This is an optimization exercise on Yosys and OpenROAD, whose aim is small area, a short achievable clock period and few clock cycles, not a production implementation. At most, simulation tests tie the RTL to the original design; equivalence was not proved. Power and IR drop assume default switching activity.

old:
==> flow/design.v (excerpt) <==
module lenet_top
(
    input  wire                     clk,
    input  wire                     rst,
    input  wire lenet_pkg::mem_wr_t img_wr,
    input  wire lenet_pkg::kernel_t kernel,
    input  wire                     start,
    output logic                    busy,
    output logic                    finish,
    output lenet_pkg::pool_result_t result
);
For scale: roughly 5,100 cells after synthesis, roughly 170 I/O pins.
export LEC_CHECK = 0
export CAP_MARGIN = 20
export CORE_MARGIN = 2
export CORE_UTILIZATION = 40
export CTS_BUF_LIST = sky130_fd_sc_hd__clkbuf_4 sky130_fd_sc_hd__clkbuf_8
export SLEW_MARGIN = 20
export SYNTH_HIERARCHICAL = 1
export SYNTH_MINIMUM_KEEP_SIZE = 0
create_clock -name core_clock -period 10.0 [get_ports {clk}]
standard.sh (not shown) runs the stock make flow with config.mk's settings and CLKGATE_MAP_FILE= SYNTH_SCRIPT=/design/flow/synth_recipe.tcl, a recipe that flattens the netlist after the stock synthesis.
==> flow/flow/run.sh <==
#!/bin/bash
set -euo pipefail
MARGIN=6.6
sed "s/\"\${@:-finish}\"/SETUP_SLACK_MARGIN=${MARGIN} \"\${@:-finish}\"/" standard.sh > standard_margin.sh
grep -q "SETUP_SLACK_MARGIN=${MARGIN}" standard_margin.sh
bash standard_margin.sh > standard_margin.log 2>&1
Testbench counts of old, summed over its fixed seeds: cycles 9,696.
The following lists how new was set up differently from old:
--- a/flow/design.v
+++ b/flow/design.v
@@ -920,40 +920,25 @@
                 two_q[t][i] <= (wx[t][2 * i + 2] & ~wx[t][2 * i + 1] & ~wx[t][2 * i])
                              | (~wx[t][2 * i + 2] & wx[t][2 * i + 1] & wx[t][2 * i]);
                 neg_q[t][i] <= wx[t][2 * i + 2];
             end
         bias_q <= kernel.bias;
     end
     logic [3:0]        cnt_q [4];
     logic [10:0]       n_q;
     logic [8:0]        bias32_q;
     logic [ACC_W-1:0]  kx, ky, kz, ks, kc;
-    genvar gd;
-    generate
-        for (gd = 0; gd < 4; gd++)
-        begin : g_cnt
-            logic [8:0] b;
-            logic       s0, s1, s2, c0, c1, c2, s3, c3, s4, c4, h1, hc, h2, h3;
-            always_comb
-                for (int t = 0; t < 9; t++)
-                    b[t] = wx[t][2 * gd + 2];
-            fa_cell f0_i (.a(b[0]), .b(b[1]), .c(b[2]), .s(s0), .co(c0));
-            fa_cell f1_i (.a(b[3]), .b(b[4]), .c(b[5]), .s(s1), .co(c1));
-            fa_cell f2_i (.a(b[6]), .b(b[7]), .c(b[8]), .s(s2), .co(c2));
-            fa_cell f3_i (.a(s0), .b(s1), .c(s2), .s(s3), .co(c3));
-            fa_cell f4_i (.a(c0), .b(c1), .c(c2), .s(s4), .co(c4));
-            ha_cell h0_i (.a(c3), .b(s4), .s(h1), .co(hc));
-            ha_cell h1_i (.a(c4), .b(hc), .s(h2), .co(h3));
-            always_ff @(posedge clk)
-                cnt_q[gd] <= {h3, h2, h1, s3};
-        end
-    endgenerate
+    always_ff @(posedge clk)
+        for (int i = 0; i < 4; i++)
+            cnt_q[i] <= 4'(wx[0][2 * i + 2]) + 4'(wx[1][2 * i + 2]) + 4'(wx[2][2 * i + 2])
+                      + 4'(wx[3][2 * i + 2]) + 4'(wx[4][2 * i + 2]) + 4'(wx[5][2 * i + 2])
+                      + 4'(wx[6][2 * i + 2]) + 4'(wx[7][2 * i + 2]) + 4'(wx[8][2 * i + 2]);
     always_comb
     begin
         kx = ACC_W'({{(ACC_W - 13){bias32_q[8]}}, bias32_q, 4'b0});
         ky = ACC_W'(n_q);
         kz = {~n_q, 9'b0};
         ks = kx ^ ky ^ kz;
         kc = ((kx & ky) | (kx & kz) | (ky & kz)) << 1;
     end
     always_ff @(posedge clk)
     begin
new against old: per-instance average area after synthesis now smaller; via-per-instance ratio climbed 0.019.
Sort new and old by post-route non-filler standard cell count, descending, and new comes first.
On die area, new and old are neck and neck.
Global routing usage on met2: new and old compared, higher one is new
Comparing new and old, the higher worst-path maximum fanout is on new.
The RTL of new was laid out without a check of its function.

Another version of the RTL of lenet_top (not shown whole).
For scale: ~4900 cells after synthesis, about 65000 sq um of cells after synthesis.
==> flow/config.mk <==
export PLATFORM = sky130hd
export DESIGN_NAME = lenet_top
export DESIGN_NICKNAME = lenet_top
export VERILOG_FILES = /design/flow/design.v
export SDC_FILE = /design/flow/constraint.sdc
export NUM_CORES = 4
export LEC_CHECK = 0
export CAP_MARGIN = 20
export CORE_MARGIN = 2
export CORE_UTILIZATION = 40
export SLEW_MARGIN = 20
export SYNTH_HIERARCHICAL = 1
export SYNTH_MINIMUM_KEEP_SIZE = 0
==> flow/constraint.sdc <==
create_clock -name core_clock -period 10.0 [get_ports {clk}]
set_input_delay 2.0000 -clock core_clock [delete_from_list [all_inputs] [get_ports {clk}]]
set_output_delay 2.0000 -clock core_clock [all_outputs]
set_load 0.01 [all_outputs]
==> flow/flow/run.sh <==
#!/bin/bash
set -euo pipefail
MARGIN=6.7
sed "s/\"\${@:-finish}\"/SETUP_SLACK_MARGIN=${MARGIN} BUFFER_PORTS_ARGS='-buffer_cell sky130_fd_sc_hd__buf_2' \"\${@:-finish}\"/" standard.sh > standard_margin.sh
grep -q "SETUP_SLACK_MARGIN=${MARGIN}" standard_margin.sh
bash standard_margin.sh synth > standard_synth.log 2>&1
openroad -no_init -exit flow/downsize.tcl > downsize.log 2>&1
bash standard_margin.sh > standard_margin.log 2>&1
==> flow/flow/downsize.tcl <==
# swap oversized combinational cells of the synthesized netlist for their
# smallest drive strength (same function); registers are not touched
set res orfs/results/$::env(FLOW_PLATFORM)/lenet_top/base
read_liberty $::env(FLOW_HOME)/platforms/$::env(FLOW_PLATFORM)/lib/sky130_fd_sc_hd__tt_025C_1v80.lib
read_db $res/1_synth.odb
set swaps {sky130_fd_sc_hd__a22oi_2 sky130_fd_sc_hd__a22oi_1}
set n 0
foreach inst [get_cells *] {
  set master [get_property [get_lib_cells -of_objects $inst] name]
  if {[dict exists $swaps $master]} {
    replace_cell $inst [dict get $swaps $master]
    incr n
  }
}
puts "downsized $n cells"
write_db $res/1_synth.odb
Then changed:
--- a/flow/design.v
+++ b/flow/design.v
@@ -807,16 +807,17 @@
     logic [1:0] rp;          
     logic [2:0] col;         
     logic       a_last;
     logic       rest1;       
     logic       rest2;
     logic       shift;
+    lenet_pkg::mem_wr_t wr_q;    
     logic       b_vld, c_vld, d_vld, e_vld;
     logic       b_last, c_last, d_last, e_last;
-    logic [1:0] e_rp;        
-    logic [2:0] e_col;
+    logic [1:0] b_rp, c_rp, d_rp, e_rp;
+    logic [2:0] b_col, c_col, d_col, e_col;
     assign a_last = a_act && rp == 2'd2 && col == 3'd5;
     assign shift  = (a_act && rp == 2'd2) || rest1 || rest2;
     always_ff @(posedge clk)
     begin
         if (rst)
         begin
@@ -848,13 +849,13 @@
             e_last <= d_last;
             finish <= e_last;
             if (!running)
             begin
                 running <= start;
                 a_act   <= start;
-                b_vld   <= start;
+                b_vld   <= start && !wr_q.en;
             end
             else
             begin
                 if (a_last)
                     a_act <= 1'b0;
                 if (e_last)
@@ -863,52 +864,45 @@
         end
     end
     always_ff @(posedge clk)
     begin
         if (rst || !running)
         begin
-            rp  <= (!rst && !running && start) ? 2'd1 : 2'd0;
+            rp  <= (!rst && !running && start && !wr_q.en) ? 2'd1 : 2'd0;
             col <= '0;
         end
         else if (a_act)
         begin
             rp <= rp + 2'd1;
             if (rp == 2'd2)
             begin
                 rp  <= '0;
                 col <= col + 3'd1;
             end
         end
-    end
-    always_ff @(posedge clk)
-    begin
-        if (!running)
-        begin
-            e_rp  <= '0;
-            e_col <= '0;
-        end
-        else if (e_vld)
-        begin
-            e_rp <= e_rp + 2'd1;
-            if (e_rp == 2'd2)
-            begin
-                e_rp  <= '0;
-                e_col <= e_col + 3'd1;
-            end
-        end
+        b_rp  <= rp;
+        c_rp  <= b_rp;
+        d_rp  <= c_rp;
+        e_rp  <= d_rp;
+        b_col <= col;
+        c_col <= b_col;
+        d_col <= c_col;
+        e_col <= d_col;
     end
     assign busy = running;
     logic [8-1:0] img [64];
+    always_ff @(posedge clk)
+        wr_q <= img_wr;
     genvar gi;
     generate
         for (gi = 0; gi < 64; gi++)
         begin : g_img
             always_ff @(posedge clk)
             begin
-                if (img_wr.en && img_wr.addr == gi)
-                    img[gi] <= img_wr.data;
+                if (wr_q.en && wr_q.addr == gi)
+                    img[gi] <= wr_q.data;
                 else if (shift)
                     img[gi] <= img[(gi & 56) | ((gi + 1) & 7)];
             end
         end
     endgenerate
     logic [8:0][3:0]   one_q, two_q, neg_q;
@@ -961,23 +955,19 @@
                 + (ACC_W'(cnt_q[2]) << 4)  + (ACC_W'(cnt_q[3]) << 6)
                 + (ACC_W'(ncnt[0]) << 9)   + (ACC_W'(ncnt[1]) << 11)
                 + (ACC_W'(ncnt[2]) << 13)  + (ACC_W'(ncnt[3]) << 15);
     logic [8-1:0] win [4][3];
     always_ff @(posedge clk)
     begin
-        for (int k = 0; k < 3; k++)
-        begin
-            for (int i = 0; i < 2; i++)
-                win[i][k] <= (rp == 2'd0) ? img[i * 8 + k] : win[i + 2][k];
-            for (int i = 2; i < 4; i++)
+        for (int i = 0; i < 4; i++)
+            for (int k = 0; k < 3; k++)
                 case (rp)
                     2'd0:    win[i][k] <= img[(i    ) * 8 + k];
                     2'd1:    win[i][k] <= img[(i + 2) * 8 + k];
                     default: win[i][k] <= img[(i + 4) * 8 + k];
                 endcase
-        end
     end
     logic [8:0][7:0] p0, p1;
     always_comb
     begin
         for (int t = 0; t < 9; t++)
         begin
After rerunning: Sequential share of layout area rises by 1.2 points; total power falls by 3.1%; wire length rises by 5.5%; worst setup slack gains 19 ps; via count rises by 2.3%; core utilization falls by 0.57 points; clock power rises by about 2%; flip-flop and latch count rises by 30; area after synthesis rises by 0.79%; hold slack stays flat; clock skew falls by 52 ps; final cell count rises by 0.85%.
Testbench counts after the change, summed over its fixed seeds: cycles 9,456.
Function not checked in the first run of this note: the RTL went through the layout flow alone.

==> port drivers added, routing unchanged <==
No port has a modelled driver above. Below, the same layouts with a new extraction and two added sets of constraints.
Step 1 assumes that a clkbuf_16 drives the clock port and a buf_2 every other input.
Step 2 adds t to the input delays and takes it off the output delays; t is the mean of the earliest and latest rising clock arrival at the registers after step 1. Input paths then give back, and output paths get back, about the clock's delay inside the block.
Slacks: no drivers / after step 1 / after step 2; pairs: no drivers / after step 1.
run | shift t [ns] | setup WS [ns] | worst register clock-pin slew, ns
old | 1.022 | 6.514 / 6.435 / 5.698 | 0.08 / 0.08
new | 1.017 | 5.911 / 5.939 / 4.922 | 0.08 / 0.08
the first run of note 2 | 0.853 | 6.658 / 6.631 / 5.835 | 0.07 / 0.07
the second run of note 2 | 0.853 | 6.677 / 6.619 / 6.144 | 0.06 / 0.06
After both steps setup and hold are still met in every run listed. For new, which loses most, drivers alone change the setup slack by +0.028 ns; drivers and shift together by -0.989 ns.
